Source: an optimization exercise on an open RTL-to-GDS flow (aim: small area). Production flows keep margins and buffers that such runs may drop. Only simulation tests tie the RTL to the original design; equivalence was not proved. Power figures rest on the tool's default switching activity, not on a simulated workload.

$ cat flow/config.mk
export PLATFORM = sky130hd
export DESIGN_NAME = xgmii_pktgen
export DESIGN_NICKNAME = xgmii_pktgen
export VERILOG_FILES = /design/flow/design.v
export SDC_FILE = /design/flow/constraint.sdc
export NUM_CORES = 4
export LEC_CHECK = 0
export CAP_MARGIN = 20
export CORE_MARGIN = 2
export CORE_UTILIZATION = 40
export SLEW_MARGIN = 20
$ cat flow/constraint.sdc
create_clock -name core_clock -period 6.4 [get_ports {Clk}]
set_input_delay 1.2800 -clock core_clock [delete_from_list [all_inputs] [get_ports {Clk}]]
set_output_delay 1.2800 -clock core_clock [all_outputs]
set_load 0.01 [all_outputs]
$ cat flow/design.v
`timescale 1ns/1ns
`default_nettype none
module xgmii_pktgen (
    input  wire logic        Clk,
    input  wire logic        Reset,
    input  wire logic        gen_en,
    input  wire logic [31:0] gen_num,
    input  wire logic [15:0] idle_len,
    input  wire logic [15:0] cfg_len,
    input  wire logic [47:0] cfg_dmac,
    input  wire logic [47:0] cfg_smac,
    input  wire logic [31:0] cfg_dip,
    input  wire logic [31:0] cfg_sip,
    input  wire logic [15:0] cfg_dp,
    input  wire logic [15:0] cfg_sp,
    input  wire logic [6:0]  cfg_mode,
    output logic      [63:0] txd,
    output logic      [7:0]  txc,
    output wire logic        tx_done
);
    localparam logic [2:0] ST_IDLE = 3'd0;
    localparam logic [2:0] ST_PRE  = 3'd1;
    localparam logic [2:0] ST_SOF  = 3'd2;
    localparam logic [2:0] ST_DATA = 3'd3;
    localparam logic [2:0] ST_GAP  = 3'd4;
    logic [2:0]  st;
    logic        fresh;
    logic [31:0] k;
    logic [10:0] ll;
    logic [15:0] cnt;
    logic        eofr;
    logic        termr;
    logic [2:0]  modr;
    logic [31:0] k_inc;
    logic [15:0] cnt_inc;
    logic        start_ok;
    logic        fs;
    logic [10:0] lm1;
    logic        last_next;
    assign k_inc    = k + 32'd1;
    assign cnt_inc  = cnt + 16'd1;
    assign start_ok = gen_en && (fresh || (gen_num == 32'd0) || (k_inc != gen_num));
    assign fs       = (st == ST_IDLE) && start_ok;
    assign tx_done  = (st == ST_IDLE) && !start_ok;
    assign lm1       = cfg_mode[6] ? ll : (cfg_len[10:0] - 11'd1);
    assign last_next = (cnt_inc[7:0] == lm1[10:3]);
    always_ff @(posedge Clk or posedge Reset) begin
        if (Reset) begin
            st    <= ST_IDLE;
            fresh <= 1'b1;
            eofr  <= 1'b0;
            termr <= 1'b0;
        end else begin
            eofr  <= 1'b0;
            termr <= eofr && (modr == 3'd0);
            if (!gen_en) begin
                fresh <= 1'b1;
            end
            case (st)
                ST_IDLE: begin
                    if (start_ok) begin
                        fresh <= 1'b0;
                        st    <= ST_PRE;
                    end
                end
                ST_PRE: begin
                    st <= ST_SOF;
                end
                ST_SOF: begin
                    st <= ST_DATA;
                end
                ST_DATA: begin
                    if (last_next) begin
                        eofr <= 1'b1;
                        st   <= (idle_len == 16'd0) ? ST_IDLE : ST_GAP;
                    end
                end
                ST_GAP: begin
                    if (eofr ? (idle_len == 16'd1) : (cnt == idle_len)) begin
                        st <= ST_IDLE;
                    end
                end
                default: begin
                    st <= ST_IDLE;
                end
            endcase
        end
    end
    always_ff @(posedge Clk) begin
        if (fs) begin
            k  <= fresh ? 32'd0 : k_inc;
            ll <= (fresh || (ll == 11'd2047)) ? 11'd63 : (ll + 11'd1);
        end
        if (st == ST_DATA && last_next) begin
            modr <= lm1[2:0] + 3'd1;
        end
        if (st == ST_SOF) begin
            cnt <= 16'd0;
        end else if (st == ST_GAP && eofr) begin
            cnt <= 16'd2;
        end else begin
            cnt <= cnt_inc;
        end
    end
    logic [47:0] dmac_r, smac_r;
    logic [31:0] dip_r, sip_r;
    logic [15:0] dp_r, sp_r, len18;
    logic [63:0] word;
    assign dmac_r = cfg_dmac + (cfg_mode[5] ? {16'd0, k} : 48'd0);
    assign smac_r = cfg_smac + (cfg_mode[4] ? {16'd0, k} : 48'd0);
    assign dip_r  = cfg_dip + (cfg_mode[3] ? k : 32'd0);
    assign sip_r  = cfg_sip + (cfg_mode[2] ? k : 32'd0);
    assign dp_r   = cfg_dp + (cfg_mode[1] ? k[15:0] : 16'd0);
    assign sp_r   = cfg_sp + (cfg_mode[0] ? k[15:0] : 16'd0);
    assign len18  = {5'd0, lm1} - 16'd17;
    always_comb begin
        case (cnt)
            16'd0:   word = {dmac_r, smac_r[47:32]};
            16'd1:   word = {smac_r[31:0], 16'h0800, 8'h45, 8'h00};
            16'd2:   word = {len18, 16'h0000, 16'h4000, 8'h40, 8'h06};
            16'd3:   word = {16'h0000, sip_r, dip_r[31:16]};
            16'd4:   word = {dip_r[15:0], sp_r, dp_r, 16'd4};
            default: word = {k, 16'd0, cnt};
        endcase
    end
    always_comb begin
        txd = {8{8'h07}};
        txc = 8'hFF;
        if (st == ST_SOF) begin
            txd = {8'hD5, {6{8'h55}}, 8'hFB};
            txc = 8'h01;
        end else if (st == ST_DATA || eofr) begin
            txc = 8'h00;
            for (int j = 0; j < 8; j++) begin
                txd[8*j +: 8] = word[63-8*j -: 8];
            end
            if (eofr && (modr != 3'd0)) begin
                txc = 8'hFF << modr;
                for (int j = 0; j < 8; j++) begin
                    if (j == int'(modr)) begin
                        txd[8*j +: 8] = 8'hFD;
                    end else if (j > int'(modr)) begin
                        txd[8*j +: 8] = 8'h07;
                    end
                end
            end
        end else if (termr) begin
            txd = {{7{8'h07}}, 8'hFD};
        end
    end
endmodule
`default_nettype wire
$ cat flow/run.sh
#!/bin/bash
# synth_recipe.tcl (not shown) runs the flow's synth.tcl, then flattens the netlist and writes it again
# the make line also repeats each setting of config.mk as NAME=value (left out here)
make -C /OpenROAD-flow-scripts/flow DESIGN_CONFIG=/design/flow/config.mk WORK_HOME=/design/flow/orfs CLKGATE_MAP_FILE= SYNTH_SCRIPT=/design/flow/synth_recipe.tcl finish
==> run summary <==
critical path: stages:
cell and delay, ps:
clkdlybuf4s50_1 420, buf_6 160, and2_1 170, ha_1 200, buf_4 140, a211oi_2 210, buf_4 150, o211a_1 190
o31a_1 180, nor3b_2 170, buf_4 170, o211ai_4 100, o2111a_4 350, buf_4 150, o2111ai_1 200, xor2_1 260
o211ai_1 200, dlygate4sd2_1 330
how the worst max path moves through the flow:
stage / cells past startpoint / to / slack (ps)
floorplan: 13 / txd[52] / 1110
global placement: 16 / txd[6] / -300
detailed placement: 16 / txd[6] / -320
CTS: 18 / txd[5] / -50
global route: 18 / txd[17] / -20
finish: 18 / txd[3] / 70
cells by family after synthesis:
logic type,Yosys count,share of synthesized area (%)
AND/OR/NAND/NOR,1016,29.9
AO/OA/AOI/OAI,761,28.8
XOR/XNOR,234,12.9
buffers and inverters,201,4.56
adder cells (fa/ha/maj),171,12.4
flip-flops,68,10.5
multiplexers,16,0.940
state kept, by name, summed over array words and instances (netlist names):
| name | flops |
|---|---|
| k | 32 |
| cnt | 16 |
| ll | 11 |
| modr | 3 |
| st | 3 |
| eofr | 1 |
| fresh | 1 |
| termr | 1 |
cell type report:
cell class	count	area share, %
Inverter	69	1.06
Sequential cell	68	7.58
Multi-Input combinational cell	2198	62.6
Tap cell	585	2.99
Timing Repair Buffer	672	24.4
Clock inverter	6	0.184
Antenna cell	8	0.0819
Clock buffer	10	1.02
stage by stage:
| stage | setup TNS [ps] | cells |
|---|---|---|
| 2_1_floorplan | 0 | 2467 |
| 3_3_place_gp | -4960 | 3585 |
| 3_5_place_dp | -6130 | 3585 |
| 4_1_cts | -56.8 | 3604 |
| 5_1_grt | -45.8 | 3614 |
| 6_report | 0 | 3616 |
per-layer routing:
metal | share of wire (%) | global-route usage, %
met4 | 3.4 | 13.0
met1 | 44 | 54.7
met5 | 0 | 0
met2 | 42 | 55.2
met3 | 10 | 5.36
power by group:
part / internal (mW) / switching [mW] / total [mW]
clock network: 0.288 / 0.229 / 0.517
registers: 0.518 / 0.129 / 0.647
logic: 1.15 / 1.35 / 2.50
repair_timing:
| item | CTS | global route |
|---|---|---|
| pin swaps | 17 | 33 |
| gates resized for setup | 58 | 94 |
| buffers inserted | 3 | 4 |
| endpoints found under the setup margin | 42 | 47 |
| endpoints found under the hold margin | 0 | 0 |
cells in the final DEF (no fill, tap or decap), types with 14 or more instances in the layout:
master / instances
a211oi_1: 27
a21o_1: 49
a21oi_1: 179
a221oi_1: 18
a31oi_1: 32
and2_1: 177
and3_1: 36
and4_1: 14
buf_4: 332
clkdlybuf4s50_1: 286
dfxtp_1: 16
dlygate4sd2_1: 18
dlymetal6s2s_1: 25
edfxtp_1: 46
ha_1: 161
inv_1: 69
nand2_1: 210
nand2b_1: 36
nand3_1: 82
nand4_1: 44
nor2_1: 220
nor2b_1: 19
nor3_1: 54
nor4_1: 36
o211ai_1: 26
o21a_1: 24
o21ai_0: 145
o21ai_1: 27
o21bai_1: 15
o31ai_1: 16
or3_1: 24
xnor2_1: 121
xor2_1: 96
==> metrics.md <==
| Metric | Value |
|---|---|
| Worst-path maximum fanout | `7` |
| Async set-or-reset flop fraction in the synthesized netlist | `under 10%` |
| Final wirelength | `roughly 90000 um` |
| Status | `finished clean` |
| CORE AREA | `between 0.04 and 0.05 mm2` |
| Post-synthesis to final-layout area growth | `39.1%` |
| RSZ-0062 raised after global routing | `true` |
| Clock insertion delay at the later pin of the skew report | `360 ps` |
| Pin slew with the least headroom to its limit | `around 1100 ps` |
| Number of flops mapped to enable cells by yosys | `46` |
| Register-to-register path setup slack | `between 1500 and 2000 ps` |
| Congestion Overflow GR | `0` |
| Placement-stage worst setup slack | `-315 ps` |
| Reg-to-Reg End | `k[5]` |
| Flip-flop and latch area | `between 0.0015 and 0.002 mm2` |
| Final weighted congestion of routability-driven global placement | `just over 1` |
| Distinct cells, synth | `between 100 and 150` |
| Total of buffers placed on input and output ports | `between 300 and 400` |
| Die width | `roughly 210 um` |
| Via count of the first global-routing pass | `20575` |
| Number of slew-limit violations in the final report | `0` |
| Detailed-route vias per instance | `6.17` |
| Endpoint class of the critical path | `output pin` |
| Residual DRC | `0` |
| Number of design-rule violations left by the first detailed-router iteration | `approximately 2600` |
| Leakage component of the power | `10.4 nW` |
| Worst Hold Depth | `1` |
| Initial core utilization | `40.6%` |
| Post-layout utilization of the core | `a little under three fifths` |
| Placed cell area | `0.0236 mm2` |
| Cells taking the most area after synthesis | `ha_1 12%, edfxtp_1 7.9%, and2_1 6.3%, xnor2_1 6.1%, a21oi_1 5.3%` |
| Final worst setup slack | `around 70 ps` |
| Launch point of the worst hold path | `cnt[0]` |
| Yosys Warn Count | `1` |
| Post-CTS Hold Fix Bufs | `0` |
| Arrival time at the worst endpoint | `5050 ps` |
| Tightest Hold Check Type | `flop to flop` |
| Area enclosed by the die boundary | `0.0456 mm2` |
| Proportion of synthesized chip area in sequential cells | `between 10% and 20%` |
| Crit path launch | `cfg_mode[5]` |
| Post-route ant nets | `0` |
| Routed wirelength normalized by instance count | `approximately 24 um` |
| Average size of a mapped cell | `7.12 um2` |
| Peak supply drop | `around 0.00013 V` |
| Top cell type's share of synthesized area | `11.7%` |
| Final hold violation count | `0` |
| Critical Path Start Type | `input pin` |
| Most common library cells after synthesis | `221 x nor2_1, 210 x nand2_1, 186 x a21oi_1, 177 x and2_1, 166 x o21ai_0` |
| Clock tree from TritonCTS | `done` |
| Clock-pin slew on the worst setup and hold paths | `~70 ps` |
| Area occupied by multi-input gates | `0.0153 mm2` |
| Final setup violation count | `0` |
| Power per standard cell area | `around 150 mW/mm2` |
| Slew HR | `between 20 and 30%` |
| Endpoint of the worst hold path | `cnt[0]` |
| Main synth FF type | `edfxtp_1` |
| Number of H-tree levels | `3` |
| Fmax | `approximately 160 MHz` |
| Total power consumption of the routed design | `roughly 3.7 mW` |
| CP Data Required Time | `about 5000 ps` |
| Maximum count of clock buffers along a single path | `2` |
| Antenna violations before repair | `12` |
| Share of post-route cells with drive strength above 1 | `15.6%` |
| Reported max-cap violation count | `0` |
| Global-route wire length before repair | `about 130000 um` |
| Final net count | `between 3000 and 4000` |
| Overall track demand over capacity in global routing | `37.2%` |
| Filler cell count in the final layout | `roughly 4200` |
| Final cycle utilization of the critical path | `a little over nine tenths` |
| Std cell rows | `76` |
| Length of the first detailed-routing pass in iterations | `6` |
| Net count after synthesis | `between 2000 and 3000` |
| Total CTS buffers | `9` |
| Clk sink count | `68` |
| Hold Worst Slack | `569 ps` |
| Half-perimeter wire length of the detailed placement result | `a little over 70000 um` |
| Largest area contributor in the netlist | `ha_1` |
| Clock Root Buffer | `clkbuf_16` |
| Final worst clock skew | `~18 ps` |
| #FFs+latches synth | `between 60 and 70` |
| Final period demand of the worst path | `~6300 ps` |
| Worst setup path category | `input pin to output pin` |
| Height of the die | `214 um` |
| Largest net degree at the start of global routing | `44` |
| Cell area after layout | `~0.024 mm2` |
| Netlist area before placement | `0.0176 mm2` |
| Most common cell in the synthesized netlist | `nor2_1` |
| Worst reg-to-reg path cell count | `11` |
| Cells after Synth | `about 2500` |
| Startpoint of the lowest-slack register-to-register path | `k[2]` |
| Vias after detailed routing | `about 22000` |
| I/O Pins | `339` |

## port drivers added, routing unchanged
In the flow no input, the clock included, has a driving cell. The finished layout below was timed again as built, in two steps.
Step 1 assumes that a clkbuf_16 drives the clock port and a buf_2 every other input.
Step 2 moves the port delays by t, midway between the first and last clock arrival at a register: inputs arrive t later, outputs are due t later. That takes back most of the time a late clock gives input paths.
Three values: ideal ports, drivers, drivers and shift; two values: the first two.
t (ns): 0.411
slack for setup (ns): 0.069 / 0.043 / 0.043
worst hold slack (ns): 0.569 / 0.569 / 0.569
worst data-port slew with drivers (ns): 0.10
After both steps this run still meets setup and hold. The setup slack of this run moves by -0.026 ns with the drivers and by -0.026 ns with both steps.
